Context: an optimization exercise on an open-source flow, tuned for small area, a short achievable clock period and few clock cycles per item. The choices shown serve that exercise and are no tape-out recipe. Function was checked by simulation only, so behaviour that the tests miss may differ from the original.

## 01-13
// conv_accumulator
module conv_accumulator #(
   parameter int IN_W   = 8,
   parameter int ACC_W  = 32,
   parameter int OUT_CH = 16,
   parameter int LEN_W  = 16
) (
   input  wire logic                    clk,
   input  wire logic                    rst,
   input  wire logic                    start,
   input  wire logic [LEN_W-1:0]        len,
   input  wire logic [OUT_CH*ACC_W-1:0] bias,
   input  wire logic [IN_W-1:0]         act_in,
   input  wire logic [OUT_CH*IN_W-1:0]  wgt_in,
   input  wire logic                    in_valid,
   output wire logic                    in_ready,
   output wire logic [OUT_CH*ACC_W-1:0] acc_out,
   output wire logic                    acc_valid,
   output wire logic                    busy,
   output wire logic                    sat_flag
);
   localparam int ND = IN_W / 2;       
   localparam int GRP_CH = 4;
   localparam int NG     = OUT_CH / GRP_CH;
   logic [NG:0]      accum_q;          
   logic [NG:0]      in_ready_q, busy_q;
   logic [LEN_W-1:0] rem_q;            
   logic             acc_valid_q, sat_q;
   logic             last1_q, last2_q, last3_q;    
   logic             slow1_q, slow2_q;             
   logic             near_any;         
   wire [NG:0] accept_g = {(NG+1){start}} & ~busy_q;
   wire [NG:0] take_g   = {(NG+1){in_valid}} & in_ready_q;
   wire accept  = accept_g[0];
   wire take    = take_g[0];
   wire last    = (rem_q == {{(LEN_W-1){1'b0}}, 1'b1});
   wire len_nz  = (len != '0);
   for (genvar g = 0; g <= NG; g++) begin : g_ctl
      wire accum_d = accept_g[g] ? len_nz : (accum_q[g] & ~(take_g[g] & last));
      always_ff @(posedge clk or posedge rst) begin
         if (rst) begin
            accum_q[g]    <= 1'b0;
            in_ready_q[g] <= 1'b0;
            busy_q[g]     <= 1'b0;
         end else begin
            accum_q[g]    <= accum_d;
            in_ready_q[g] <= accum_d & ~(near_any & take_g[g]);
            busy_q[g]     <= accum_d | (take_g[g] & last) | last1_q | (last2_q & slow2_q);
         end
      end
   end
   always_ff @(posedge clk or posedge rst) begin
      if (rst) begin
         acc_valid_q <= 1'b0;
         last1_q     <= 1'b0;
         last2_q     <= 1'b0;
         last3_q     <= 1'b0;
         slow1_q     <= 1'b0;
         slow2_q     <= 1'b0;
      end else begin
         last1_q     <= take & last;
         slow1_q     <= near_any;
  ...
Size: roughly 9,500 cells after synthesis, ~1,200 I/O pins, roughly 0.077 mm2 of cells after synthesis.
export LEC_CHECK = 0
export ABC_AREA = 1
export CAP_MARGIN = 20
export CORE_MARGIN = 2
export CORE_UTILIZATION = 65
export SLEW_MARGIN = 20
create_clock -name core_clock -period 9.0 [get_ports {clk}]
standard.sh (not shown) runs the stock make flow with config.mk's settings and CLKGATE_MAP_FILE= SYNTH_SCRIPT=/design/flow/synth_recipe.tcl, a recipe that flattens the netlist after the stock synthesis.
==> flow/flow/run.sh <==
#!/bin/bash
# Layout flow: the standard flow (standard.sh: unchanged synthesis and
# steps) with these changes to how the layout is made:
#  * ports are buffered with sky130_fd_sc_hd__buf_1 instead of the default
#    pick, a delay buffer (clkdlybuf4s50_1) that is larger and slower;
#    timing repair still resizes them where needed;
#  * clock tree synthesis clusters up to 22 sinks per leaf buffer and adds no
#    dummy loads (fewer, fuller leaf buffers).
# Each tool's output is in orfs/logs/ (ORFS's own logs); what standard.sh
# prints goes to standard.log.
set -euo pipefail
here=$(pwd)
export BUFFER_PORTS_ARGS="-buffer_cell sky130_fd_sc_hd__buf_1"
export CTS_ARGS="-sink_clustering_enable -repair_clock_nets -dont_use_dummy_load -sink_clustering_size 22 -sink_clustering_max_diameter 80"
bash standard.sh SETUP_SLACK_MARGIN=5.9 finish > "$here/standard.log" 2>&1
Testbench counts of 01-13, summed over its fixed seeds: cycles 18,820, beats 17,372.
Here is what was changed in the inputs of 04-26 compared with 01-13.
diff --git a/flow/design.v b/flow/design.v
--- a/flow/design.v
+++ b/flow/design.v
@@ -418,16 +418,14 @@
    wire a_all0155 = a_all0154 & ~hi[13];
    wire a_all0156 = a_all0155 & ~hi[14];
    wire [15:0] all0 = {a_all0156, a_all0155, a_all0154, a_all0153, a_all0152, a_all0151, a_all0150, a_all0149, a_all0148, a_all0147, a_all0146, a_all0145, a_all0144, a_all0143, ~hi[0], 1'b1};
    wire [15:0] flip1 = c16 ? all1 : 16'd0;     
    wire [15:0] flip0 = c16 ? 16'd0 : all0;     
    wire        at_max = ~hi[15] & all1[15];
    wire        at_min = hi[15] & all0[15];
    assign ovp_d = cy & c16 & at_max;
    assign ovn_d = ~cy & ~c16 & at_min;
-   assign near = (~hi[15] & (&hi[14:2])) | (hi[15] & ~(|hi[14:2]));
-   wire [31:0] fix  = load ? bias : (ovp_q ? 32'h7fffffff : 32'h80000000);
+   assign near = hi[15] ^ hi[14];
    wire        keep = ~load & ~ovp_q & ~ovn_q;
-   wire [15:0] hi1  = keep ? hi ^ flip1 : fix[31:16];
-   wire [15:0] hi0  = keep ? hi ^ flip0 : fix[31:16];
-   assign acc_d = {cy ? hi1 : hi0, keep ? t : fix[15:0]};
+   wire [31:0] rail = {~load & ovn_q, {31{~load & ovp_q}}};
+   assign acc_d = ({32{load}} & bias) | rail | ({32{keep}} & {hi ^ (cy ? flip1 : flip0), t});
 endmodule
--- outcome ---
Number of global-route vias before repair in 04-26 is 3,938 lower than in 01-13
Vertical die dimension ends up higher on 01-13.
Lower cell area after placement was reported by 04-26, not 01-13.
04-26 has combined area of all synthesized cells below what 01-13 had.
From 01-13 to 04-26 the numbers moved as follows: pin slew with the least headroom to its limit went up 190 ps, post-route standard cell area excluding fillers went down 0.98%, final cell count went down 388, clock period minus worst slack went down 53 ps, met1 usage in global routing went down 1.3 points.
Per the comparison of 04-26 with 01-13, worst hold margin flat; number of maximum-capacitance constraint violations flat.
Compared to 01-13, 04-26 shows a wider setup margin.
Testbench counts of 04-26, summed over its fixed seeds: cycles 18,820, beats 17,372.

==> static timing again, ports no longer ideal <==
Ports are ideal in the flow. The routed layouts listed here were re-timed in OpenROAD. Step 1: set_driving_cell puts a clkbuf_16 on clk and a buf_2 on each other input, an assumption about the parent block. Step 2 also shifts input and output timing later by t, the mid clock arrival at the registers, as if the neighbouring blocks saw the same clock. Slacks: ideal / step 1 / step 2; pairs: ideal / step 1.
| run | shift t [ns] | setup slack, ns | slew at the worst register clock pin (ns) | cell pins on the clock port's net |
|---|---|---|---|---|
| 01-13 | 0.772 | 5.829 / 5.738 / 5.410 | 0.09 / 0.09 | 1 |
| 04-26 | 0.763 | 5.882 / 5.797 / 5.348 | 0.10 / 0.10 | 1 |
After both steps every run listed still meets setup and hold. The setup slack of 04-26, which loses most, moves by -0.085 ns with the drivers and by -0.534 ns with both steps.
